From an optimization exercise on the open Yosys and OpenROAD flow, aimed at small area and a short achievable clock period; shortcuts taken in it are not production practice. Where RTL was checked, it was by simulation tests only, not by an equivalence proof against the original. Only the layout flow was run in runs 1, 2 and 7; the RTL was not checked for function there. No activity file was given, so power comes from the tool's default toggle rates.

### flow/run.sh
#!/bin/bash
# synth_recipe.tcl (not shown) runs the flow's synth.tcl, then flattens the netlist and writes it again
# the make line also repeats each setting of config.mk as NAME=value (left out here)
make -C /OpenROAD-flow-scripts/flow DESIGN_CONFIG=/design/flow/config.mk WORK_HOME=/design/flow/orfs CLKGATE_MAP_FILE= SYNTH_SCRIPT=/design/flow/synth_recipe.tcl finish
### flow/constraint.sdc
create_clock -name core_clock -period 6.0 [get_ports {clk}]
set_input_delay 1.2000 -clock core_clock [delete_from_list [all_inputs] [get_ports {clk}]]
set_output_delay 1.2000 -clock core_clock [all_outputs]
set_load 0.01 [all_outputs]
### flow/design.v
module data_mem_responder #(
    parameter int DATA_WIDTH  = 16,
    parameter int ADDR_WIDTH  = 8,
    parameter int WAIT_STATES = 2
) (
    input  logic                  clk,
    input  logic                  reset,
    input  logic                  mem_select,
    input  logic                  mem_read,
    input  logic [ADDR_WIDTH-1:0] addr,
    input  logic [DATA_WIDTH-1:0] wdata,
    output logic [DATA_WIDTH-1:0] rdata,
    output logic                  ready,
    output logic                  addr_error
);
    localparam bit ALIGN_CHECK = 1'b1;
    localparam int NWORDS = 2**(ADDR_WIDTH-1);
    logic [WAIT_STATES:0]  busy;
    logic                  idle;
    assign idle = ~(|busy) & ~ready;
    always_ff @(posedge clk) begin
        if (!reset) begin
            busy       <= '0;
            ready      <= 1'b0;
            addr_error <= 1'b0;
        end else begin
            busy       <= {busy[WAIT_STATES-1:0], mem_select & idle};
            ready      <= busy[WAIT_STATES] | (ready & mem_select);
            addr_error <= busy[WAIT_STATES] ? (ALIGN_CHECK & addr[0])
                                            : (addr_error & mem_select);
        end
    end
    logic [15:0]           lo_nq;      
    logic [7:0]            hi_nq;      
    logic [DATA_WIDTH-1:0] wdata_q;
    logic [7:0]            wr_hi_nq;
    always_ff @(posedge clk) begin
        for (int i = 0; i < 16; i++) lo_nq[i] <= (addr[4:1] != 4'(i));
        for (int j = 0; j < 8; j++)  hi_nq[j] <= (addr[7:5] != 3'(j));
        wdata_q <= wdata;
        for (int j = 0; j < 8; j++)
            wr_hi_nq[j] <= ~(reset & busy[0] & ~mem_read & ~(ALIGN_CHECK & addr[0])
                             & (addr[7:5] == 3'(j)));
    end
    logic [DATA_WIDTH-1:0] ram [NWORDS];
    logic [NWORDS-1:0]     word_we;
    logic [NWORDS-1:0]     rd_sel;
    logic [NWORDS-1:0]     word_keep;
    for (genvar w = 0; w < NWORDS; w++) begin : g_word
        logic [DATA_WIDTH-1:0] nxt;
        dmem_nor2 u_we   (.a(lo_nq[w % 16]), .b(wr_hi_nq[w / 16]), .y(word_we[w]));
        dmem_inv  u_keep (.a(word_we[w]), .y(word_keep[w]));
        assign rd_sel[w]    = ~(lo_nq[w % 16] | hi_nq[w / 16]);
        for (genvar b = 0; b < DATA_WIDTH; b++) begin : g_bit
            dmem_ao22 u_nxt (.a0(ram[w][b]), .b0(word_keep[w]), .a1(wdata_q[b]), .b1(word_we[w]),
                             .y(nxt[b]));
        end
        always_ff @(posedge clk) begin
            ram[w] <= nxt;
        end
    end
    logic [6*DATA_WIDTH-1:0] part_n;    
    logic [6*DATA_WIDTH-1:0] part_nq;
    for (genvar b = 0; b < DATA_WIDTH; b++) begin : g_rbit
        logic [NWORDS-1:0] col;
        for (genvar w = 0; w < NWORDS; w++) begin : g_col
            assign col[w] = ram[w][b];
        end
        dmem_rd_bit u_rd (.sel(rd_sel), .d(col), .y_n(part_n[6*b +: 6]));
    end
    always_ff @(posedge clk) begin
        part_nq <= part_n;
        for (int b = 0; b < DATA_WIDTH; b++)
            rdata[b] <= ~(&part_nq[6*b +: 6]);
    end
endmodule
module dmem_rd_bit (
    input  logic [127:0] sel,
    input  logic [127:0] d,
    output logic [5:0]   y_n
);
    logic [42:0] t_n;    
    logic [11:0] u;      
    for (genvar k = 0; k < 42; k++) begin : g_t
        dmem_aoi222 u_t (.a0(sel[3*k]), .b0(d[3*k]), .a1(sel[3*k+1]), .b1(d[3*k+1]),
                         .a2(sel[3*k+2]), .b2(d[3*k+2]), .y(t_n[k]));
    end
    dmem_aoi22 u_t42 (.a0(sel[126]), .b0(d[126]), .a1(sel[127]), .b1(d[127]), .y(t_n[42]));
    for (genvar k = 0; k < 7; k++) begin : g_u4
        dmem_nand4 u_u (.a(t_n[4*k]), .b(t_n[4*k+1]), .c(t_n[4*k+2]), .d(t_n[4*k+3]), .y(u[k]));
    end
    for (genvar k = 0; k < 5; k++) begin : g_u3
        dmem_nand3 u_u (.a(t_n[28+3*k]), .b(t_n[28+3*k+1]), .c(t_n[28+3*k+2]), .y(u[7+k]));
    end
    for (genvar k = 0; k < 6; k++) begin : g_v
        dmem_nor2 u_v (.a(u[2*k]), .b(u[2*k+1]), .y(y_n[k]));
    end
endmodule
module dmem_aoi222 (
    input  logic a0, b0, a1, b1, a2, b2,
    output logic y
);
    assign y = ~((a0 & b0) | (a1 & b1) | (a2 & b2));
endmodule
module dmem_aoi22 (
    input  logic a0, b0, a1, b1,
    output logic y
);
    assign y = ~((a0 & b0) | (a1 & b1));
endmodule
module dmem_nand4 (
    input  logic a, b, c, d,
    output logic y
);
    assign y = ~(a & b & c & d);
endmodule
module dmem_nand3 (
    input  logic a, b, c,
    output logic y
);
    assign y = ~(a & b & c);
endmodule
module dmem_nor2 (
    input  logic a, b,
    output logic y
);
    assign y = ~(a | b);
endmodule
module dmem_ao22 (
    input  logic a0, b0, a1, b1,
    output logic y
);
    assign y = (a0 & b0) | (a1 & b1);
endmodule
module dmem_inv (
    input  logic a,
    output logic y
);
    assign y = ~a;
endmodule
### flow/config.mk
export PLATFORM = sky130hd
export DESIGN_NAME = data_mem_responder
export DESIGN_NICKNAME = data_mem_responder
export VERILOG_FILES = /design/flow/design.v
export SDC_FILE = /design/flow/constraint.sdc
export NUM_CORES = 4
export LEC_CHECK = 0
export CAP_MARGIN = 20
export CORE_MARGIN = 2
export CORE_UTILIZATION = 60
export CTS_CLUSTER_DIAMETER = 150
export CTS_CLUSTER_SIZE = 24
export PLACE_DENSITY = 0.7
export SETUP_SLACK_MARGIN = 3.8
export SLEW_MARGIN = 20
export SYNTH_HIERARCHICAL = 1
export SYNTH_MINIMUM_KEEP_SIZE = 0
==> results_dict.tcl, run 1 <==
set metrics [dict create \
    hold_buffers 0 \
    regArea_um2 44400 \
    startpoint_type "flop" \
    rows 127 \
    synth-async-reset-ratio 0 \
    fin_crit_ps 2410 \
    fmax_ghz 0.415 \
    placed_area_um2 76900 \
    dp_cells 7592 \
    synth.distinct_cells 26 \
    p_comb_frac 0.022 \
    cap_violations 0 \
    slew_headroom 0.183 \
    gp_congestion 0.877 \
    powerDensity_nw_per_um2 288 \
    timing.critical_path.buf_inv 1 \
    grt_pass1_vias 53800 \
    ys_seq_elements 2213 \
    drc_errors 0 \
    syn-num-nets 5766 \
    syn_avg_cell_area_um2 12.7 \
    numPortBuffers 45 \
    min_path_type "reg2reg" \
    grt_pass1_wl_mm 357 \
    min_delay_path_depth 1 \
    synth_compound_area_frac 0.342 \
    clockPowerShare 0.333 \
    cp.required_ps 4800 \
    cp.depth 1 \
    yosysTopAreaCell "dfxtp_1" \
    fin_area_um2 80400 \
    fin_skew_ps 27.8 \
    final_common_cell "dfxtp_1" \
    area_growth_pct 10.5 \
    synthXorXnorAreaFrac 0 \
    die_area_um2 124000 \
    power.share.switching 0.220 \
    synth_top_family_by_area "compound AO/OA/AOI/OAI gates" \
    multi_input_area_um2 28100 \
    io_pins 46 \
    num-fill-cells 9237 \
    cts_buffers 102 \
    grt_max_degree 78 \
    clock_latency_ps 740 \
    fin_cells 7749 \
    crit_family "flip-flops" \
    cpPeakStageDelay_ps 370 \
    ff2ff_path_depth 6 \
    syn-cell-area_um2 72700 \
    synthAdderAreaFrac 0 \
    worst_pin_slew_ps 1230 \
    yosys.area_share.simple 0.0403 \
    crit_fanout 1 \
    firstDrtPassIters 11 \
    post-dp-hpwl_mm 148 \
    layout-drive-gt1-share 0.0895 \
    rsz0062_at_grt "yes" \
    path_cells "buf_6" \
    yosysWarnings 9 \
    grt_overflow 0 \
    wirelength_met1_mm 100 \
    die_w_um 352 \
    clk_pin_slew_ps 90 \
    cts_sinks 2213 \
    fp.dieH_um 352 \
    seqPwrFrac 0.645 \
    synthFlopType "dfxtp_1" \
    cts.htree.levels 3 \
    wl_met3_mm 27.0 \
    grt_usage 0.371 \
    worstSetupPathType "reg2out" \
    drt_iter0_drc 11000 \
    finalCritPeriodShare 0.402 \
    final_cell_mix "dfxtp_1, a22o_1, a222oi_1" \
    routedWlPerCell_um 31.5 \
    switchingPower_w 0.00509 \
    cts_tree "yes" \
    cp-end-kind "primary output" \
    slew_viol_final 0 \
    hold_viol_final 0 \
    num_vias 58500 \
    clock-root-buffer "clkbuf_16" \
    dr_wl_met2_mm 106 \
    start_util 0.605 \
    synth_area_leaders "dfxtp_1, a22o_1, a222oi_1" \
    netlist_instances 5738 \
    synth_top_area_share 0.609 \
    tns_ps 0 \
    grt_antenna_before_repair 5 \
    cts_buffer_depth 3 \
    p_int_w 0.0181 \
    setup_viol 0 \
    drt_wl_total_mm 244 \
    routed_via_density 7.54 \
    nets 6152 \
    slowest_stage "dfxtp_4" \
    peakVddDrop_uv 264 \
    yosysSeqAreaShare 0.609 \
    antenna_left 0 \
    cp.arrival_ps 1210 \
    highest_layer "met4" \
    synth-edff-count 0 \
    core_um2 120000 \
    muxShareOfSynthArea 0 \
    power.leakage_nw 29.7 \
    status "finished clean" \
]
==> metrics by stage <==
stage	utilization	power, W	hold slack [ps]	worst slack, ps
after global routing	0.669	0.0237	418	3550
after detailed placement	0.640	0.0157	411	3120
final	0.669	0.0231	420	3590
after global placement	0.639	0.0157	412	3110
after CTS	0.665	0.0232	432	3420
after floorplan	-	0.0154	353	4050
==> path summary, 6_finish.rpt <==
check              startpoint           to  slack (ps)
setup / recovery    rdata[13]    rdata[13]        3590
hold / removal    part_nq[91]    rdata[15]         420
setup reg to reg     hi_nq[7]  part_nq[17]        3720
hold reg to reg   part_nq[91]    rdata[15]         420
==> synth_stat cells (all sizes together) (2+ instances only) <==
cell / instances
a22oi: 16
inv: 128
buf: 19
nand3: 107
nand2b: 4
nand3b: 3
nor2: 355
nand4: 113
dfxtp: 2213
and4: 16
nor2b: 6
nand2: 13
clkbuf: 15
nand4b: 2
a22o: 2048
and2: 2
a222oi: 672
==> cell type report <==
cell class	instances	share of cell area
Multi-Input combinational cell	3363	0.349
Inverter	128	0.00598
Tap cell	1612	0.0251
Sequential cell	2213	0.553
Antenna cell	2	0.0000623
Clock inverter	5	0.000685
Clock buffer	110	0.0329
Timing Repair Buffer	316	0.0335
==> flip-flops by register name, summed over array words and instances, names as in the netlist <==
name	cells
wr_hi_nq	8
ram	2048
lo_nq	16
addr_error	1
hi_nq	8
ready	1
rdata	16
busy	3
wdata_q	16
part_nq	96
==> repair_timing <==
action | CTS | global route
setup endpoints to repair | 717 | 295
setup buffers | 10 | 29
gates resized for setup | 176 | 52
pin swaps | 18 | 31
==> worst register-to-register path, delay by kind of cell, from the launching register on <==
family	cells	cell delay, ps
and+or+nand+nor	3	850
AOI/OAI and AO/OA	1	480
buffers and inverters	2	520
DFF	1	340
==> routing by layer <==
layer	vias up	track usage
met5	-	0
met4	0	0.151
met3	497	0.0640
met2	3556	0.550
met1	29200	0.539
li1	25200	-
==> power by group through the flow <==
stage / logic (W) / clock network [W] / registers, W
after detailed placement: 0.000453 / 0 / 0.0153
final: 0.000498 / 0.00771 / 0.0149
after floorplan: 0.000126 / 0 / 0.0153
after global placement: 0.000447 / 0 / 0.0153
after CTS: 0.000466 / 0.00776 / 0.0149
after global routing: 0.000504 / 0.00827 / 0.0149
==> kinds of logic after synthesis <==
kind of cell    count (synthesis)
flops                        2213
compound gates               2737
simple gates                  626
buf+inv                       162
==> per-module statistics from Yosys (local to each module, per instance), excerpt <==
| module | cell area (um2) | flip-flops and latches | cells |
|---|---|---|---|
| dmem_ao22 | 8.76 | 0 | 1 |
| dmem_nand3 | 5.00 | 0 | 1 |
| dmem_nand4 | 6.26 | 0 | 1 |
| dmem_aoi22 | 12.5 | 0 | 1 |
| dmem_aoi222 | 10.0 | 0 | 1 |
| dmem_nor2 | 3.75 | 0 | 1 |
| dmem_inv | 3.75 | 0 | 1 |
==> run 2: changes to the inputs <==
--- a/flow/config.mk
+++ b/flow/config.mk
@@ -13,3 +13,3 @@
 export PLACE_DENSITY = 0.7
-export SETUP_SLACK_MARGIN = 3.8
+export SETUP_SLACK_MARGIN = 3.7
 export SLEW_MARGIN = 20
==> run 2 against run 1 <==
Compared with the run above: still clean on timing, DRC and antenna; via count about the same; clock skew increased by 0.51 ps; routed wire length decreased by 0.23%; design area decreased by 0.43%; combinational power decreased by 3%; sequential power about the same; critical path type unchanged.
==> results_dict.tcl, run 2 <==
set metrics [dict create \
    switchingPower_w 0.00508 \
    rows 127 \
    min_path_type "reg2reg" \
    ff2ff_path_depth 6 \
    grt_usage 0.370 \
    startpoint_type "flop" \
    syn-num-nets 5766 \
    yosysSeqAreaShare 0.609 \
    hold_viol_final 0 \
    crit_family "flip-flops" \
    syn-cell-area_um2 72700 \
    cp.depth 1 \
    fin_crit_ps 2430 \
    antenna_left 0 \
    core_um2 120000 \
    synth_top_area_share 0.609 \
    post-dp-hpwl_mm 148 \
    path_cells "clkbuf_2" \
    die_w_um 352 \
    routed_via_density 7.56 \
    drt_wl_total_mm 243 \
    power.leakage_nw 29.6 \
    r2r_end "part_nq[81]" \
    start_util 0.605 \
    powerDensity_nw_per_um2 289 \
    cap_violations 0 \
    fin_skew_ps 28.3 \
    fmax_ghz 0.412 \
    yosysWarnings 9 \
    clk_pin_slew_ps 90 \
    slowest_stage "dfxtp_2" \
    numPortBuffers 45 \
    synth_area_leaders "dfxtp_1, a22o_1, a222oi_1" \
    hold_buffers 0 \
    area_growth_pct 10.1 \
    drc_errors 0 \
    cpPeakStageDelay_ps 360 \
    synth-edff-count 0 \
    timing.critical_path.buf_inv 1 \
    clock-root-buffer "clkbuf_16" \
    worstSetupPathType "reg2out" \
    worst_pin_slew_ps 1200 \
    rsz0062_at_grt "yes" \
    slew_headroom 0.197 \
    synth.top_cells.by_count "dfxtp_1, a22o_1, a222oi_1" \
    grt_pass1_vias 53700 \
    layout-drive-gt1-share 0.0846 \
    fp.dieH_um 352 \
    tns_ps 0 \
    cts_buffer_depth 3 \
    reg2reg_from "lo_nq[11]" \
    cts_tree "yes" \
    final_cell_mix "dfxtp_1, a22o_1, a222oi_1" \
    syn_avg_cell_area_um2 12.7 \
    reg_top3 "ram: 2048 flops, part_nq: 96 flops" \
    crit_fanout 1 \
    placed_area_um2 76900 \
    finalCritPeriodShare 0.405 \
    fin_cells 7725 \
    cts.htree.levels 3 \
    slew_viol_final 0 \
    cp-endpoint "rdata[13]" \
    yosysTopAreaCell "dfxtp_1" \
    firstDrtPassIters 13 \
    netlist_instances 5738 \
    grt_pass1_wl_mm 356 \
    total_power_w 0.0231 \
    final_common_cell "dfxtp_1" \
    clockPowerShare 0.333 \
    grt_overflow 0 \
    cts_sinks 2213 \
    largest_register "ram" \
    grt_antenna_before_repair 2 \
    synthMostInstantiatedCell "dfxtp_1" \
    p_int_w 0.0181 \
    cp-end-kind "primary output" \
    synth.distinct_cells 26 \
    synth-async-reset-ratio 0 \
    num_vias 58400 \
    seqPwrFrac 0.646 \
    die_area_um2 124000 \
    io_pins 46 \
    clock_latency_ps 740 \
    cp.required_ps 4800 \
    power.share.switching 0.220 \
    nets 6128 \
    gp_congestion 0.877 \
    synthFlopType "dfxtp_1" \
    drt_iter0_drc 10800 \
    cts_buffers 102 \
    setup_viol 0 \
    peakVddDrop_uv 264 \
    p_comb_frac 0.021 \
    status "finished clean" \
    routedWlPerCell_um 31.5 \
    grt_max_degree 78 \
    rrSetupSlack_ps 3600 \
    largest_register_ffs 2048 \
    dp_cells 7592 \
    ys_seq_elements 2213 \
    fin_area_um2 80000 \
    cp.arrival_ps 1230 \
    startpoint "rdata[13]" \
]
[run 2: cell types whose count changed in the layout (fill, tap and decap cells not counted), sizes merged]
| cell | before | now |
|---|---|---|
| buf | 288 | 264 |
[run 2: logic make-up (layout without fill, tap and decap cells)]
kind of cell    after synthesis  after routing  share of synthesized area
other cells                   0              2                          0
compound gates             2737           2737                      0.342
buf+inv                     162            535                    0.00855
simple gates                626            626                     0.0403
flops                      2213           2213                      0.609
[run 2: area by class of cell]
class,instances,area [um2]
flip-flops and latches,2213,44400
fillers,9257,40100
multi-input cells,3363,28000
clock buffers,110,2650
repair buffers,292,2410
well taps,1612,2020
inverters,128,480
clock inverters,5,55.1
diodes,2,5.00
[run 2: worst min path at each step]
stage	startpoint	end	slack [ps]	depth (start not counted)
3_3_place_gp	part_nq[1]	rdata[0]	410	1
6_report	part_nq[91]	rdata[15]	410	1
5_1_grt	part_nq[91]	rdata[15]	420	1
2_1_floorplan	part_nq[1]	rdata[0]	350	1
3_5_place_dp	part_nq[91]	rdata[15]	410	1
4_1_cts	part_nq[91]	rdata[15]	430	1
[run 2: through the flow]
step | util | worst slack [ps] | hold WS (ps)
after detailed placement | 0.640 | 3120 | 411
after global routing | 0.666 | 3520 | 418
after global placement | 0.639 | 3110 | 412
after floorplan | - | 4050 | 353
after CTS | 0.663 | 3340 | 432
final | 0.666 | 3570 | 413
[run 2: repair_timing]
| action | in CTS | in global routing |
|---|---|---|
| pin swaps | 11 | 10 |
| gates resized for setup | 140 | 45 |
| setup buffers | 0 | 14 |
| setup endpoints to repair | 343 | 265 |
[run 2: Yosys stat by module, one instance, submodules excluded, excerpt]
module / flip-flops and latches / times used
data_mem_responder: 2213 / 1
dmem_aoi22: 0 / 16
dmem_aoi222: 0 / 672
dmem_ao22: 0 / 2048
dmem_nand4: 0 / 112
dmem_nor2: 0 / 224
dmem_inv: 0 / 128
[run 2: metal layers]
| layer | track usage | routed length [um] |
|---|---|---|
| met4 | 0.152 | 10400 |
| met2 | 0.548 | 107000 |
| met3 | 0.0662 | 26600 |
| met1 | 0.534 | 99900 |
| met5 | 0 | 17 |
[run 2: power groups by stage]
stage | clock [W] | sequential (W) | combinational (W)
3_5_place_dp | 0 | 0.0153 | 0.000453
4_1_cts | 0.00776 | 0.0149 | 0.000457
6_report | 0.00771 | 0.0149 | 0.000484
3_3_place_gp | 0 | 0.0153 | 0.000447
5_1_grt | 0.00827 | 0.0149 | 0.000491
2_1_floorplan | 0 | 0.0153 | 0.000126
==> run 3: changes to the inputs <==
--- a/flow/design.v
+++ b/flow/design.v
@@ -50,4 +50,4 @@
         logic [DATA_WIDTH-1:0] nxt;
-        dmem_nor2 u_we   (.a(lo_nq[w % 16]), .b(wr_hi_nq[w / 16]), .y(word_we[w]));
-        dmem_inv  u_keep (.a(word_we[w]), .y(word_keep[w]));
+        assign word_we[w]   = ~(lo_nq[w % 16] | wr_hi_nq[w / 16]);
+        assign word_keep[w] = ~word_we[w];
         assign rd_sel[w]    = ~(lo_nq[w % 16] | hi_nq[w / 16]);
@@ -61,4 +61,4 @@
     end
-    logic [6*DATA_WIDTH-1:0] part_n;    
-    logic [6*DATA_WIDTH-1:0] part_nq;
+    logic [4*DATA_WIDTH-1:0] part_n;    
+    logic [4*DATA_WIDTH-1:0] part_nq;
     for (genvar b = 0; b < DATA_WIDTH; b++) begin : g_rbit
@@ -68,3 +68,3 @@
         end
-        dmem_rd_bit u_rd (.sel(rd_sel), .d(col), .y_n(part_n[6*b +: 6]));
+        dmem_rd_bit u_rd (.sel(rd_sel), .d(col), .y_n(part_n[4*b +: 4]));
     end
@@ -73,3 +73,3 @@
         for (int b = 0; b < DATA_WIDTH; b++)
-            rdata[b] <= ~(&part_nq[6*b +: 6]);
+            rdata[b] <= ~(&part_nq[4*b +: 4]);
     end
@@ -79,3 +79,3 @@
     input  logic [127:0] d,
-    output logic [5:0]   y_n
+    output logic [3:0]   y_n
 );
@@ -94,4 +94,4 @@
     end
-    for (genvar k = 0; k < 6; k++) begin : g_v
-        dmem_nor2 u_v (.a(u[2*k]), .b(u[2*k+1]), .y(y_n[k]));
+    for (genvar k = 0; k < 4; k++) begin : g_v
+        dmem_nor3 u_v (.a(u[3*k]), .b(u[3*k+1]), .c(u[3*k+2]), .y(y_n[k]));
     end
@@ -122,7 +122,7 @@
 endmodule
-module dmem_nor2 (
-    input  logic a, b,
+module dmem_nor3 (
+    input  logic a, b, c,
     output logic y
 );
-    assign y = ~(a | b);
+    assign y = ~(a | b | c);
 endmodule
@@ -134,7 +134 @@
 endmodule
-module dmem_inv (
-    input  logic a,
-    output logic y
-);
-    assign y = ~a;
-endmodule
--- a/flow/config.mk
+++ b/flow/config.mk
@@ -13,3 +13,3 @@
 export PLACE_DENSITY = 0.7
-export SETUP_SLACK_MARGIN = 3.7
+export SETUP_SLACK_MARGIN = 3.9
 export SLEW_MARGIN = 20
==> run 3 against run 2 <==
Compared with the run above: critical path type unchanged; still clean on timing, DRC and antenna; combinational power is 19% higher; clock skew fell by 8.5 ps; non-clock buffer count is 25 lower; largest power group unchanged; area after synthesis about the same.
==> results_dict.tcl, run 3 <==
set metrics [dict create \
    finalCritPeriodShare 0.396 \
    core_um2 120000 \
    start_util 0.606 \
    powerDensity_nw_per_um2 285 \
    hold_viol_final 0 \
    largest_register "ram" \
    antenna_left 0 \
    cp.arrival_ps 1170 \
    setup_viol 0 \
    synth-edff-count 0 \
    cts_buffers 100 \
    cap_violations 0 \
    numPortBuffers 45 \
    cp.required_ps 4800 \
    rsz0062_at_grt "yes" \
    startpoint_type "flop" \
    clk_pin_slew_ps 90 \
    fin_crit_ps 2370 \
    rrSetupSlack_ps 3740 \
    die_w_um 352 \
    fin_cells 7619 \
    num_vias 59100 \
    cts_tree "yes" \
    gp_congestion 0.991 \
    io_pins 46 \
    timing.critical_path.buf_inv 1 \
    area_growth_pct 10.6 \
    peakVddDrop_uv 271 \
    grt_usage 0.386 \
    layout-drive-gt1-share 0.118 \
    status "finished clean" \
    cp-end-kind "primary output" \
    netlist_instances 5666 \
    rows 127 \
    grt_max_degree 72 \
    cpPeakStageDelay_ps 340 \
    worst_pin_slew_ps 1180 \
    drt_wl_total_mm 257 \
    clock_latency_ps 740 \
    largest_register_ffs 2048 \
    final_common_cell "dfxtp_1" \
    grt_overflow 0 \
    syn-num-nets 5694 \
    routed_via_density 7.76 \
    hold_buffers 0 \
    worstSetupPathType "reg2out" \
    whs_ps 477 \
    crit_family "flip-flops" \
    clock-root-buffer "clkbuf_16" \
    firstDrtPassIters 10 \
    pre_cts_ws_ps 3060 \
    drt_iter0_drc 11300 \
    path_cells "buf_6" \
    fin_area_um2 80400 \
    grt_pass1_vias 53700 \
    die_area_um2 124000 \
    finalWorstSetupSlack_ps 3630 \
    synthFlopType "dfxtp_1" \
    slowest_stage "dfxtp_2" \
    drc_errors 0 \
    cts_sinks 2181 \
    yosysTopAreaCell "dfxtp_1" \
    crit_fanout 2 \
    routedWlPerCell_um 33.7 \
    yosysSeqAreaShare 0.601 \
    syn-cell-area_um2 72700 \
    ys_seq_elements 2181 \
    dp_cells 7377 \
    synthMostInstantiatedCell "dfxtp_1" \
    slew_headroom 0.212 \
    cts.htree.levels 3 \
    fp.dieH_um 352 \
    synth.top_cells.by_count "dfxtp_1, a22o_1, a222oi_1" \
    min_path_type "reg2reg" \
    slew_viol_final 0 \
    cts_buffer_depth 3 \
    power.leakage_nw 30.7 \
    synth.distinct_cells 29 \
    fmax_ghz 0.421 \
    post-dp-hpwl_mm 155 \
    synth_top_area_share 0.601 \
    nets 6021 \
    synth-async-reset-ratio 0 \
    synth_area_leaders "dfxtp_1, a22o_1, a222oi_1" \
    grt_antenna_before_repair 17 \
    final_cell_mix "dfxtp_1, a22o_1, a222oi_1" \
    tns_ps 0 \
    reg_top3 "ram: 2048 flops, part_nq: 64 flops" \
    yosysWarnings 9 \
    placed_area_um2 75700 \
    syn_avg_cell_area_um2 12.8 \
    grt_pass1_wl_mm 368 \
    fin_skew_ps 19.7 \
]
## run 3: cell count changes after synthesis, moves of 10 or more
cell and delta:
or2_2 +114, nand3_1 -16, buf_1 -10, buf_2 +11, dfxtp_1 -32, nor3_2 +64
nor2_1 -224, and4_1 -16, or2_1 +14, nand4_1 +16
## run 3: area by class of cell
cell class | instances | area (um2)
flip-flops and latches | 2181 | 43800
fillers | 9047 | 39600
multi-input cells | 3315 | 28700
repair buffers | 267 | 2680
clock buffers | 106 | 2630
well taps | 1612 | 2020
inverters | 128 | 510
diodes | 9 | 22.5
clock inverters | 1 | 5.00
## run 3: worst register-to-register path: stages, from the launching register on
cell      delay [ps]
dfxtp_2          360
buf_12           170
buf_12           130
buf_6             90
nor2_4            50
buf_2            170
a222oi_1         740
nand4_1          290
nor3_2           210
## run 3: through the flow
stage / utilization / total power [W]
floorplan: - / 0.0152
CTS: 0.661 / 0.0228
global route: 0.670 / 0.0234
finish: 0.670 / 0.0229
global placement: 0.631 / 0.0155
detailed placement: 0.631 / 0.0155
## run 3: final timing paths
| path | end | startpoint | cells past startpoint |
|---|---|---|---|
| setup / recovery | ready | ready | 1 |
| hold / removal | busy[1] | busy[0] | 1 |
| hold reg to reg | busy[1] | busy[0] | 1 |
| setup reg to reg | part_nq[56] | lo_nq[1] | 8 |
## run 3: Yosys stat by module (local to each module, per instance), excerpt
module / area [um2] / flip-flops and latches
dmem_nor3: 10.0 / 0
dmem_nand4: 6.26 / 0
dmem_aoi22: 12.5 / 0
dmem_ao22: 8.76 / 0
data_mem_responder: 46100 / 2181
dmem_nand3: 5.00 / 0
dmem_aoi222: 10.0 / 0
## run 3: cell families (layout without fill, tap and decap cells)
| group | count (synthesis) | after routing | share of synthesized area |
|---|---|---|---|
| buffers and inverters | 170 | 502 | 0.00978 |
| other | 0 | 9 | 0 |
| flip-flops | 2181 | 2181 | 0.601 |
| AO/OA/AOI/OAI | 2737 | 2737 | 0.342 |
| AND/OR/NAND/NOR | 578 | 578 | 0.0470 |
## run 3: routing by layer
metal  vias up  global-route usage  wire [um]
li1      24900                   -          -
met1     29700               0.549     103000
met2      3816               0.567     111000
met3       621              0.0897      31100
met4        20               0.158      12300
met5         -                   0        141
## run 3: what timing repair did
item | 4_1_cts | 5_1_grt
buffers inserted | 54 | 64
endpoints found under the setup margin | 1518 | 293
resized for setup | 242 | 92
endpoints found under the hold margin | 0 | 0
pin swaps | 72 | 106
gates cloned | 2 | 5
## run 3: where the power goes
group	internal, W	total, W	switching (W)
sequential	0.0146	0.0147	0.000153
clock	0.00312	0.00760	0.00448
combinational	0.000163	0.000574	0.000411
==> run 4: changes to the inputs <==
--- a/flow/config.mk
+++ b/flow/config.mk
@@ -12,4 +12,5 @@
 export CTS_CLUSTER_SIZE = 24
+export GPL_ROUTABILITY_DRIVEN = 0
 export PLACE_DENSITY = 0.7
-export SETUP_SLACK_MARGIN = 3.9
+export SETUP_SLACK_MARGIN = 3.8
 export SLEW_MARGIN = 20
==> run 4 against run 3 <==
Compared with the run above: still clean; fmax hardly changed; critical path depth stayed put; worst setup slack better by 1.7 ps; synthesized cell count stayed put; cell count is 0.96% lower; largest cell class unchanged; largest power group unchanged; highest routed layer unchanged.
==> results_dict.tcl, run 4 <==
set metrics [dict create \
    cp.arrival_ps 1170 \
    cts_buffers 100 \
    grt_antenna_before_repair 14 \
    synthFlopType "dfxtp_1" \
    ys_seq_elements 2181 \
    syn-num-nets 5694 \
    reg_top3 "ram: 2048 flops, part_nq: 64 flops" \
    cts_buffer_depth 3 \
    placed_area_um2 75700 \
    finalWorstSetupSlack_ps 3630 \
    timing.critical_path.buf_inv 1 \
    power.leakage_nw 30.3 \
    synth_top_area_share 0.601 \
    crit_family "flip-flops" \
    drt_iter0_drc 11100 \
    synthMostInstantiatedCell "dfxtp_1" \
    nets 5953 \
    hold_viol_final 0 \
    area_growth_pct 9.20 \
    cts_sinks 2181 \
    synth-async-reset-ratio 0 \
    num_vias 58400 \
    finalCritPeriodShare 0.395 \
    yosysSeqAreaShare 0.601 \
    routed_via_density 7.74 \
    multi_input_area_um2 28500 \
    routedWlPerCell_um 33.4 \
    syn-cell-area_um2 72700 \
    min_path_type "reg2reg" \
    clk_pin_slew_ps 90 \
    final_cell_mix "dfxtp_1, a22o_1, a222oi_1" \
    antenna_left 0 \
    largest_register "ram" \
    cp-end-kind "primary output" \
    cts_tree "yes" \
    fp.dieH_um 352 \
    start_util 0.606 \
    startpoint_type "flop" \
    peakVddDrop_uv 270 \
    powerDensity_nw_per_um2 288 \
    grt_overflow 0 \
    cpPeakStageDelay_ps 340 \
    crit_fanout 2 \
    die_area_um2 124000 \
    synth_area_leaders "dfxtp_1, a22o_1, a222oi_1" \
    drt_wl_total_mm 252 \
    fin_crit_ps 2370 \
    regArea_um2 43800 \
    rows 127 \
    clock-root-buffer "clkbuf_16" \
    tns_ps 0 \
    grt_pass1_vias 53600 \
    drc_errors 0 \
    io_pins 46 \
    largest_register_ffs 2048 \
    path_cells "buf_6" \
    status "finished clean" \
    yosysWarnings 9 \
    grt_usage 0.383 \
    cap_violations 0 \
    numPortBuffers 45 \
    post-dp-hpwl_mm 155 \
    grt_pass1_wl_mm 365 \
    yosysTopAreaCell "dfxtp_1" \
    worst_pin_slew_ps 1200 \
    core_um2 120000 \
    fin_area_um2 79300 \
    grt_max_degree 72 \
    cts.htree.levels 3 \
    fmax_ghz 0.422 \
    cp.required_ps 4800 \
    layout-drive-gt1-share 0.103 \
    netlist_instances 5666 \
    setup_viol 0 \
    syn_avg_cell_area_um2 12.8 \
    firstDrtPassIters 12 \
    rrSetupSlack_ps 3680 \
    final_common_cell "dfxtp_1" \
    whs_ps 477 \
    num-fill-cells 9168 \
    rsz0062_at_grt "yes" \
    slowest_stage "dfxtp_2" \
    die_w_um 352 \
    fin_skew_ps 20.5 \
    synth-edff-count 0 \
    fin_util 0.661 \
    synth.distinct_cells 29 \
    pre_cts_ws_ps 3060 \
    synth.top_cells.by_count "dfxtp_1, a22o_1, a222oi_1" \
    clock_latency_ps 740 \
    slew_headroom 0.201 \
    slew_viol_final 0 \
    worstSetupPathType "reg2out" \
]
run 4: cell type report:
class                      count  area share
sequential                  2181       0.552
multi-input combinational   3315       0.360
clock buffer                 106      0.0332
tap                         1612      0.0254
timing repair buffer         199      0.0235
inverter                     128     0.00610
antenna                        4    0.000126
clock inverter                 1   0.0000631
run 4: logic make-up after synthesis:
| logic type | synth area share |
|---|---|
| AO/OA/AOI/OAI | 0.342 |
| buffers and inverters | 0.00978 |
| flip-flops | 0.601 |
| AND/OR/NAND/NOR | 0.0470 |
run 4: timing repair:
item,4_1_cts,5_1_grt
pin swaps,40,42
hold buffers,0,0
gates cloned,0,2
gates resized for setup,180,46
setup endpoints to repair,816,381
buffers inserted,22,34
run 4: metrics by stage:
stage          power [W]  std cells
2_1_floorplan     0.0152       5666
3_3_place_gp      0.0155       7373
3_5_place_dp      0.0155       7377
4_1_cts           0.0228       7506
5_1_grt           0.0233       7542
6_report          0.0228       7546
run 4: layer usage:
layer | share of wire | wire length [um] | GRT usage | up-vias
li1 | - | - | - | 24800
met1 | 0.41 | 102000 | 0.549 | 29300
met2 | 0.43 | 108000 | 0.556 | 3708
met3 | 0.12 | 29700 | 0.0820 | 573
met4 | 0.049 | 12400 | 0.166 | 18
met5 | 0.00054 | 135 | 0 | -
run 4: modules after synthesis, one instance, submodules excluded, excerpt:
module              flip-flops and latches  copies in the design  area [um2]  cells
dmem_aoi222                              0                   672        10.0      1
data_mem_responder                    2181                     1       46100   2674
dmem_ao22                                0                  2048        8.76      1
dmem_nand4                               0                   112        6.26      1
dmem_aoi22                               0                    16        12.5      1
dmem_nand3                               0                    80        5.00      1
dmem_nor3                                0                    64        10.0      1
run 4: where the power goes:
group,leakage (nW),total (W),switching (W),internal (W)
combinational,11.4,0.000513,0.000374,0.000139
clock,1.30,0.00760,0.00448,0.00312
sequential,17.6,0.0147,0.000163,0.0146
run 4: final timing paths:
check        startpoint           to  cells after the start
max reg2reg    hi_nq[5]  part_nq[38]                      6
max               ready        ready                      1
min reg2reg     busy[1]      busy[2]                      1
min             busy[1]      busy[2]                      1
==> run 5: changes to the inputs <==
--- a/flow/config.mk
+++ b/flow/config.mk
@@ -12,3 +12,2 @@
 export CTS_CLUSTER_SIZE = 24
-export GPL_ROUTABILITY_DRIVEN = 0
 export PLACE_DENSITY = 0.7
==> run 5 against run 4 <==
Compared with the run above: still clean; fmax is the same; flip-flop and latch count is the same; clock power is essentially flat; total power is the same; sequential power is essentially flat; largest cell class unchanged.
==> results_dict.tcl, run 5 <==
set metrics [dict create \
    status "finished clean" \
    final_common_cell "dfxtp_1" \
    core_um2 120000 \
    startpoint_type "flop" \
    powerDensity_nw_per_um2 288 \
    cts_tree "yes" \
    ff2ff_path_depth 6 \
    hold_buffers 0 \
    rrSetupSlack_ps 3680 \
    startpoint "ready" \
    synthMostInstantiatedCell "dfxtp_1" \
    worst_pin_slew_ps 1200 \
    cp-end-kind "primary output" \
    syn-num-nets 5694 \
    synth-async-reset-ratio 0 \
    rows 127 \
    rsz0062_at_grt "yes" \
    synth_area_leaders "dfxtp_1, a22o_1, a222oi_1" \
    slew_viol_final 0 \
    grt_usage 0.383 \
    synth_top_area_share 0.601 \
    firstDrtPassIters 12 \
    clock-root-buffer "clkbuf_16" \
    setup_viol 0 \
    clk_pin_slew_ps 90 \
    largest_register_ffs 2048 \
    drt_iter0_drc 11100 \
    synth.distinct_cells 29 \
    drc_errors 0 \
    io_pins 46 \
    min_path_type "reg2reg" \
    peakVddDrop_uv 270 \
    fmax_ghz 0.422 \
    drt_wl_total_mm 252 \
    total_power_w 0.0228 \
    gp_congestion 0.991 \
    synth-edff-count 0 \
    antenna_left 0 \
    cap_violations 0 \
    yosysTopAreaCell "dfxtp_1" \
    r2r_end "part_nq[38]" \
    syn-cell-area_um2 72700 \
    ys_seq_elements 2181 \
    pre_cts_ws_ps 3060 \
    final_cell_mix "dfxtp_1, a22o_1, a222oi_1" \
    grt_max_degree 72 \
    slew_headroom 0.201 \
    yosysSeqAreaShare 0.601 \
    fin_crit_ps 2370 \
    num-fill-cells 9168 \
    cts_sinks 2181 \
    yosysWarnings 9 \
    cp.arrival_ps 1170 \
    crit_family "flip-flops" \
    worstSetupPathType "reg2out" \
    fin_skew_ps 20.5 \
    largest_register "ram" \
    post-dp-hpwl_mm 155 \
    cpPeakStageDelay_ps 340 \
    timing.critical_path.buf_inv 1 \
    cts_buffers 100 \
    crit_fanout 2 \
    netlist_instances 5666 \
    grt_overflow 0 \
    cts_buffer_depth 3 \
    dp_cells 7377 \
    grt_pass1_vias 53600 \
    reg2reg_from "hi_nq[5]" \
    area_growth_pct 9.20 \
    numPortBuffers 45 \
    hold_viol_final 0 \
    finalWorstSetupSlack_ps 3630 \
    die_area_um2 124000 \
    synthFlopType "dfxtp_1" \
    die_w_um 352 \
    path_cells "buf_6" \
    nets 5953 \
    tns_ps 0 \
    cts.htree.levels 3 \
    slowest_stage "dfxtp_2" \
    fin_area_um2 79300 \
    power.leakage_nw 30.3 \
    hp-start "busy[1]" \
    routed_via_density 7.74 \
    reg_top3 "ram: 2048 flops, part_nq: 64 flops" \
    finalCritPeriodShare 0.395 \
    synth.top_cells.by_count "dfxtp_1, a22o_1, a222oi_1" \
    hold_end "busy[2]" \
    min_delay_path_depth 1 \
    start_util 0.606 \
    num_vias 58400 \
    routedWlPerCell_um 33.4 \
    grt_pass1_wl_mm 365 \
    layout-drive-gt1-share 0.103 \
    clock_latency_ps 740 \
    fp.dieH_um 352 \
    cp.required_ps 4800 \
    fin_cells 7546 \
    syn_avg_cell_area_um2 12.8 \
    grt_antenna_before_repair 14 \
    placed_area_um2 75700 \
]
run 5: cell counts after synthesis:
No cell type changed its count.
run 5: worst max-delay path by stage:
stage          slack [ps]     endpoint  cells after the start
2_1_floorplan        4130  part_nq[11]                      5
3_3_place_gp         3020  part_nq[58]                      4
3_5_place_dp         3060  part_nq[58]                      4
4_1_cts              3580     rdata[5]                      1
5_1_grt              3580    rdata[10]                      1
6_report             3630        ready                      1
run 5: power breakdown:
group,switching (W),leakage (nW),internal (W),total [W]
Clock,0.00448,1.30,0.00312,0.00760
Sequential,0.000163,17.6,0.0146,0.0147
Combinational,0.000374,11.4,0.000139,0.000513
run 5: Yosys stat by module, one instance, submodules excluded, excerpt:
| module | cell area [um2] | flip-flops and latches |
|---|---|---|
| dmem_aoi22 | 12.5 | 0 |
| data_mem_responder | 46100 | 2181 |
| dmem_nand4 | 6.26 | 0 |
| dmem_aoi222 | 10.0 | 0 |
| dmem_nor3 | 10.0 | 0 |
| dmem_nand3 | 5.00 | 0 |
| dmem_ao22 | 8.76 | 0 |
run 5: cell type report:
type	count	area (um2)	share of cell area
diodes	4	10.0	0.000126
flip-flops and latches	2181	43800	0.552
repair buffers	199	1860	0.0235
inverters	128	484	0.00610
clock inverters	1	5.00	0.0000631
multi-input cells	3315	28500	0.360
well taps	1612	2020	0.0254
clock buffers	106	2630	0.0332
run 5: per-stage QoR:
stage               hold WS [ps]   util
global placement             452  0.631
global route                 501  0.661
detailed placement           454  0.631
CTS                          478  0.657
floorplan                    356      -
finish                       477  0.661
run 5: repair_timing:
item | CTS | global route
buffers inserted | 22 | 34
gates cloned | 0 | 2
resized for setup | 180 | 46
pin swaps | 40 | 42
setup endpoints to repair | 816 | 381
run 5: logic make-up after synthesis:
family          count (synthesis)  share of synthesized area
compound gates               2737                      0.342
flops                        2181                      0.601
simple gates                  578                     0.0470
buf+inv                       170                    0.00978
run 5: per-layer routing:
layer	wire [um]	GRT usage
met1	102000	0.549
met2	108000	0.556
met3	29700	0.0820
met4	12400	0.166
met5	135	0
==> run 6: changes to the inputs <==
--- a/flow/config.mk
+++ b/flow/config.mk
@@ -10,2 +10,3 @@
 export CORE_UTILIZATION = 60
+export CTS_BUF_LIST = sky130_fd_sc_hd__clkbuf_8 sky130_fd_sc_hd__clkbuf_16
 export CTS_CLUSTER_DIAMETER = 150
==> run 6 against run 5 <==
Compared with the run above: still clean; synthesized cell count did not move; clock power about the same; die area stayed put; combinational power about the same; area after synthesis stayed put; largest cell class unchanged.
==> results_dict.tcl, run 6 <==
set metrics [dict create \
    cpPeakStageDelay_ps 330 \
    layout-drive-gt1-share 0.103 \
    seqPwrFrac 0.645 \
    grt_usage 0.383 \
    tns_ps 0 \
    fp.dieH_um 352 \
    clock-root-buffer "clkbuf_16" \
    dp_cells 7377 \
    cap_violations 0 \
    synth.top_cells.by_count "dfxtp_1, a22o_1, a222oi_1" \
    synth_top_area_share 0.601 \
    final_common_cell "dfxtp_1" \
    clockPowerShare 0.333 \
    crit_family "flip-flops" \
    cp-end-kind "primary output" \
    cts_buffer_depth 3 \
    synthMostInstantiatedCell "dfxtp_1" \
    routedWlPerCell_um 33.4 \
    yosysTopAreaCell "dfxtp_1" \
    drc_errors 0 \
    clock_latency_ps 740 \
    num-fill-cells 9168 \
    syn_avg_cell_area_um2 12.8 \
    rows 127 \
    firstDrtPassIters 12 \
    ys_seq_elements 2181 \
    fmax_ghz 0.421 \
    cts.htree.levels 3 \
    power.leakage_nw 30.3 \
    power.share.switching 0.220 \
    setup_viol 0 \
    path_cells "buf_6" \
    grt_antenna_before_repair 14 \
    rrSetupSlack_ps 3630 \
    fin_skew_ps 20.6 \
    cp.arrival_ps 1170 \
    start_util 0.606 \
    num_vias 58500 \
    clk_pin_slew_ps 90 \
    synthFlopType "dfxtp_1" \
    synth-async-reset-ratio 0 \
    hold_viol_final 0 \
    syn-cell-area_um2 72700 \
    synth.distinct_cells 29 \
    slowest_stage "dfxtp_2" \
    netlist_instances 5666 \
    grt_overflow 0 \
    antenna_left 0 \
    gp_congestion 0.991 \
    yosysWarnings 9 \
    io_pins 46 \
    core_um2 120000 \
    worst_pin_slew_ps 1180 \
    p_comb_frac 0.022 \
    slew_headroom 0.211 \
    nets 5953 \
    synth-edff-count 0 \
    reg_top3 "ram: 2048 flops, part_nq: 64 flops" \
    grt_max_degree 72 \
    die_w_um 352 \
    p_int_w 0.0178 \
    numPortBuffers 45 \
    min_path_type "reg2reg" \
    drt_wl_total_mm 252 \
    grt_pass1_wl_mm 365 \
    worstSetupPathType "reg2out" \
    die_area_um2 124000 \
    peakVddDrop_uv 270 \
    cts_sinks 2181 \
    area_growth_pct 9.20 \
    syn-num-nets 5694 \
    cp.required_ps 4800 \
    synth_area_leaders "dfxtp_1, a22o_1, a222oi_1" \
    grt_pass1_vias 53600 \
    cts_tree "yes" \
    startpoint_type "flop" \
    drt_iter0_drc 11100 \
    largest_register "ram" \
    hold_buffers 0 \
    slew_viol_final 0 \
    post-dp-hpwl_mm 155 \
    yosysSeqAreaShare 0.601 \
    cts_buffers 100 \
    fin_area_um2 79300 \
    status "finished clean" \
    powerDensity_nw_per_um2 288 \
    timing.critical_path.buf_inv 1 \
    routed_via_density 7.75 \
    finalCritPeriodShare 0.395 \
    fin_crit_ps 2370 \
    crit_fanout 2 \
    switchingPower_w 0.00502 \
    largest_register_ffs 2048 \
    final_cell_mix "dfxtp_1, a22o_1, a222oi_1" \
    fin_cells 7546 \
    placed_area_um2 75700 \
    rsz0062_at_grt "yes" \
]
run 6: cell counts after synthesis:
Identical to the previous run, type by type.
run 6: cell families (layout without fill, tap and decap cells):
group | after synthesis | after routing | synth area share
other cells | 0 | 4 | 0
flops | 2181 | 2181 | 0.601
simple gates | 578 | 578 | 0.0470
buf+inv | 170 | 434 | 0.00978
compound gates | 2737 | 2737 | 0.342
run 6: metrics by stage:
| stage | setup WS (ps) | hold WS, ps | utilization | power [W] |
|---|---|---|---|---|
| after floorplan | 4130 | 356 | - | 0.0152 |
| after global placement | 3020 | 452 | 0.631 | 0.0155 |
| after detailed placement | 3060 | 454 | 0.631 | 0.0155 |
| after CTS | 3580 | 478 | 0.657 | 0.0228 |
| after global routing | 3580 | 501 | 0.661 | 0.0233 |
| final | 3630 | 476 | 0.661 | 0.0228 |
run 6: cell type report:
class	instances	area, um2	share of cell area
Tap cell	1612	2020	0.0254
Antenna cell	4	10.0	0.000126
Timing Repair Buffer	199	1860	0.0235
Clock buffer	105	2630	0.0331
Sequential cell	2181	43800	0.552
Multi-Input combinational cell	3315	28500	0.360
Clock inverter	2	8.76	0.000110
Inverter	128	484	0.00610
run 6: path summary, 6_finish.rpt:
| path | from | end | cells after the start |
|---|---|---|---|
| worst max-delay path | ready | ready | 1 |
| worst min-delay path | busy[0] | busy[1] | 1 |
| worst max register to register | lo_nq[15] | part_nq[52] | 5 |
| worst min register to register | busy[0] | busy[1] | 1 |
run 6: power by group through the flow:
stage	clock network, W	logic (W)	registers [W]
after detailed placement	0	0.000442	0.0151
after global placement	0	0.000436	0.0151
after floorplan	0	0.000128	0.0151
final	0.00760	0.000513	0.0147
after CTS	0.00762	0.000479	0.0147
after global routing	0.00809	0.000520	0.0147
run 6: timing repair:
item / CTS / global route
cloned: 0 / 2
buffers inserted: 22 / 34
endpoints found under the setup margin: 816 / 381
pin swaps: 40 / 42
resized for setup: 180 / 46
run 6: modules after synthesis, one instance, submodules excluded, excerpt:
module              cells inside  cell area [um2]
data_mem_responder          2674            46100
dmem_ao22                      1             8.76
dmem_aoi22                     1             12.5
dmem_aoi222                    1             10.0
dmem_nor3                      1             10.0
dmem_nand3                     1             5.00
dmem_nand4                     1             6.26
run 6: per-layer routing:
layer	GRT usage	share of wire
met2	0.556	0.43
met4	0.166	0.050
met3	0.0820	0.12
met5	0	0.00052
met1	0.549	0.41
==> run 7: changes to the inputs <==
--- a/flow/design.v
+++ b/flow/design.v
@@ -61,4 +61,4 @@
     end
-    logic [4*DATA_WIDTH-1:0] part_n;    
-    logic [4*DATA_WIDTH-1:0] part_nq;
+    logic [12*DATA_WIDTH-1:0] part;    
+    logic [12*DATA_WIDTH-1:0] part_q;
     for (genvar b = 0; b < DATA_WIDTH; b++) begin : g_rbit
@@ -68,8 +68,8 @@
         end
-        dmem_rd_bit u_rd (.sel(rd_sel), .d(col), .y_n(part_n[4*b +: 4]));
+        dmem_rd_bit u_rd (.sel(rd_sel), .d(col), .y(part[12*b +: 12]));
     end
     always_ff @(posedge clk) begin
-        part_nq <= part_n;
+        part_q <= part;
         for (int b = 0; b < DATA_WIDTH; b++)
-            rdata[b] <= ~(&part_nq[4*b +: 4]);
+            rdata[b] <= |part_q[12*b +: 12];
     end
@@ -79,6 +79,5 @@
     input  logic [127:0] d,
-    output logic [3:0]   y_n
+    output logic [11:0]  y
 );
     logic [42:0] t_n;    
-    logic [11:0] u;      
     for (genvar k = 0; k < 42; k++) begin : g_t
@@ -89,9 +88,6 @@
     for (genvar k = 0; k < 7; k++) begin : g_u4
-        dmem_nand4 u_u (.a(t_n[4*k]), .b(t_n[4*k+1]), .c(t_n[4*k+2]), .d(t_n[4*k+3]), .y(u[k]));
+        dmem_nand4 u_u (.a(t_n[4*k]), .b(t_n[4*k+1]), .c(t_n[4*k+2]), .d(t_n[4*k+3]), .y(y[k]));
     end
     for (genvar k = 0; k < 5; k++) begin : g_u3
-        dmem_nand3 u_u (.a(t_n[28+3*k]), .b(t_n[28+3*k+1]), .c(t_n[28+3*k+2]), .y(u[7+k]));
-    end
-    for (genvar k = 0; k < 4; k++) begin : g_v
-        dmem_nor3 u_v (.a(u[3*k]), .b(u[3*k+1]), .c(u[3*k+2]), .y(y_n[k]));
+        dmem_nand3 u_u (.a(t_n[28+3*k]), .b(t_n[28+3*k+1]), .c(t_n[28+3*k+2]), .y(y[7+k]));
     end
@@ -122,8 +118,2 @@
 endmodule
-module dmem_nor3 (
-    input  logic a, b, c,
-    output logic y
-);
-    assign y = ~(a | b | c);
-endmodule
 module dmem_ao22 (
--- a/flow/config.mk
+++ b/flow/config.mk
@@ -10,3 +10,2 @@
 export CORE_UTILIZATION = 60
-export CTS_BUF_LIST = sky130_fd_sc_hd__clkbuf_8 sky130_fd_sc_hd__clkbuf_16
 export CTS_CLUSTER_DIAMETER = 150
@@ -14,3 +13,3 @@
 export PLACE_DENSITY = 0.7
-export SETUP_SLACK_MARGIN = 3.8
+export SETUP_SLACK_MARGIN = 3.5
 export SLEW_MARGIN = 20
==> run 7 against run 6 <==
Compared with the run above: first-iteration DRC count is 3.5% lower; fmax shrank 3.9%; highest routed layer unchanged; still clean; total power increased by 5.3%; largest cell class unchanged; area after synthesis up 3.1%; combinational power shrank 11%.
==> results_dict.tcl, run 7 <==
set metrics [dict create \
    cts_tree "yes" \
    hold_buffers 0 \
    firstDrtPassIters 10 \
    synth.distinct_cells 29 \
    grt_antenna_before_repair 11 \
    power.leakage_nw 31.1 \
    post-cts-setup-buffer-count 0 \
    fin_crit_ps 2470 \
    start_util 0.605 \
    grt_usage 0.365 \
    numPortBuffers 45 \
    cts_sinks 2309 \
    syn_avg_cell_area_um2 13.0 \
    finalWorstSetupSlack_ps 3530 \
    grt_pass1_vias 53800 \
    routed_via_density 7.59 \
    clock_latency_ps 760 \
    yosysTopAreaCell "dfxtp_1" \
    cp.arrival_ps 1270 \
    fp.dieH_um 357 \
    cts.htree.levels 3 \
    fin_skew_ps 28.7 \
    powerDensity_nw_per_um2 295 \
    cp.required_ps 4800 \
    pre_cts_ws_ps 3350 \
    syn-num-nets 5806 \
    fin_cells 7678 \
    cap_violations 0 \
    reg_top3 "ram: 2048 flops, part_q: 192 flops" \
    rsz0062_at_grt "yes" \
    ctsResizeCount 112 \
    antenna_left 0 \
    post-dp-hpwl_mm 150 \
    cts_buffers 106 \
    ff2ff_path_depth 4 \
    io_pins 46 \
    nets 6056 \
    timing.critical_path.buf_inv 1 \
    routedWlPerCell_um 31.6 \
    dp_cells 7552 \
    grt_overflow 0 \
    slew_viol_final 0 \
    synthMostInstantiatedCell "dfxtp_1" \
    grt_pass1_wl_mm 357 \
    peakVddDrop_uv 261 \
    yosysWarnings 9 \
    synth.top_cells.by_count "dfxtp_1, a22o_1, a222oi_1" \
    path_cells "buf_6" \
    grt_max_degree 84 \
    drt_wl_total_mm 242 \
    final_common_cell "dfxtp_1" \
    rows 129 \
    synth_top_area_share 0.617 \
    worstSetupPathType "reg2out" \
    min_path_type "reg2reg" \
    cts_buffer_depth 3 \
    rrSetupSlack_ps 3540 \
    tns_ps 0 \
    layout-drive-gt1-share 0.0806 \
    reg2reg_from "lo_nq[5]" \
    largest_register "ram" \
    clk_pin_slew_ps 90 \
    startpoint_type "flop" \
    synth_area_leaders "dfxtp_1, a22o_1, a222oi_1" \
    slew_headroom 0.150 \
    hold_viol_final 0 \
    fmax_ghz 0.405 \
    yosysSeqAreaShare 0.617 \
    die_area_um2 128000 \
    synthFlopType "dfxtp_1" \
    startpoint "rdata[14]" \
    status "finished clean" \
    area_growth_pct 8.61 \
    cpPeakStageDelay_ps 400 \
    finalCritPeriodShare 0.412 \
    die_w_um 357 \
    crit_fanout 1 \
    clock-root-buffer "clkbuf_16" \
    r2r_end "ram[85][10]" \
    drc_errors 0 \
    drt_iter0_drc 10700 \
    worst_pin_slew_ps 1260 \
    core_um2 124000 \
    cp-endpoint "rdata[14]" \
    num_vias 58300 \
    synth-async-reset-ratio 0 \
    largest_register_ffs 2048 \
    crit_family "flip-flops" \
    fin_util 0.657 \
    setup_viol 0 \
    cp.depth 1 \
    netlist_instances 5778 \
    cp-end-kind "primary output" \
    ys_seq_elements 2309 \
    gp_congestion 0.927 \
    total_power_w 0.0240 \
    syn-cell-area_um2 74900 \
    slowest_stage "dfxtp_4" \
    final_cell_mix "dfxtp_1, a22o_1, a222oi_1" \
    synth-edff-count 0 \
]
-- run 7: cell type report --
| cell class | count | area, um2 |
|---|---|---|
| Fill cell | 9402 | 42400 |
| Multi-Input combinational cell | 3299 | 28100 |
| Antenna cell | 2 | 5.00 |
| Tap cell | 1637 | 2050 |
| Clock inverter | 2 | 28.8 |
| Clock buffer | 117 | 2800 |
| Sequential cell | 2309 | 46300 |
| Timing Repair Buffer | 184 | 1510 |
| Inverter | 128 | 480 |
-- run 7: where the power goes --
part | internal [W] | total, W | switching [W]
logic | 0.000117 | 0.000455 | 0.000338
registers | 0.0154 | 0.0156 | 0.000166
clock network | 0.00332 | 0.00801 | 0.00470
total | 0.0188 | 0.0240 | 0.00520
-- run 7: worst min path at each step --
stage / startpoint / end / slack (ps) / cells after the start
floorplan: part_q[4] / rdata[0] / 400 / 2
global placement: busy[1] / busy[2] / 440 / 1
detailed placement: busy[1] / busy[2] / 450 / 1
CTS: busy[1] / busy[2] / 470 / 1
global route: part_q[83] / rdata[6] / 490 / 2
finish: busy[1] / busy[2] / 460 / 1
-- run 7: logic make-up (layout without fill, tap and decap cells) --
kind of cell / after synthesis / count (layout) / share of synthesized area
AOI/OAI and AO/OA: 2738 / 2738 / 0.332
buffers and inverters: 170 / 431 / 0.00962
other: 0 / 2 / 0
DFF: 2309 / 2309 / 0.617
and+or+nand+nor: 561 / 561 / 0.0412
-- run 7: per-stage QoR --
stage	cell area, um2	hold slack, ps
after floorplan	74900	398
after global placement	78200	442
after detailed placement	78300	451
after CTS	81200	466
after global routing	81400	491
final	81400	460
-- run 7: per-layer routing --
layer  share of wire  wire length, um  vias to the layer above  GRT usage
met3            0.11            26000                      433     0.0713
met2            0.43           103000                     3384      0.527
li1                -                -                    25100          -
met1            0.43           103000                    29400      0.539
met4           0.041             9900                        4      0.135
met5        0.000099               24                        -          0
-- run 7: Yosys stat by module (local to each module, per instance), a selection --
| module | cells | area, um2 | times used |
|---|---|---|---|
| dmem_nand4 | 1 | 6.26 | 112 |
| dmem_ao22 | 1 | 8.76 | 2048 |
| dmem_aoi222 | 1 | 10.0 | 672 |
| data_mem_responder | 2850 | 48900 | 1 |
| dmem_aoi22 | 1 | 12.5 | 16 |
| dmem_nand3 | 1 | 5.00 | 80 |

static timing again, ports no longer ideal:
How much do the figures lean on ideal ports? The routed layouts below were timed once more, with nothing changed but the port constraints.
Step 1: set_driving_cell puts a clkbuf_16 on clk and a buf_2 on each other input, an assumption about the parent block.
Step 2 moves the port delays by t, midway between the first and last clock arrival at a register: inputs arrive t later, outputs are due t later. That takes back most of the time a late clock gives input paths.
a / b / c = ideal / step 1 / step 2; a / b = the first two.
| run | shift t [ns] | setup slack, ns | worst setup path at the end |
|---|---|---|---|
| run 1 | 0.811 | 3.588 / 3.508 / 3.409 | input to register |
| run 2 | 0.808 | 3.572 / 3.492 / 3.401 | input to register |
| run 3 | 0.816 | 3.626 / 3.539 / 3.152 | input to register |
| run 4 | 0.816 | 3.628 / 3.542 / 3.117 | input to register |
| run 5 | 0.816 | 3.628 / 3.542 / 3.117 | input to register |
| run 6 | 0.817 | 3.627 / 3.541 / 3.122 | input to register |
| run 7 | 0.824 | 3.530 / 3.450 / 3.323 | input to register |
After both steps every run listed still meets setup and hold.
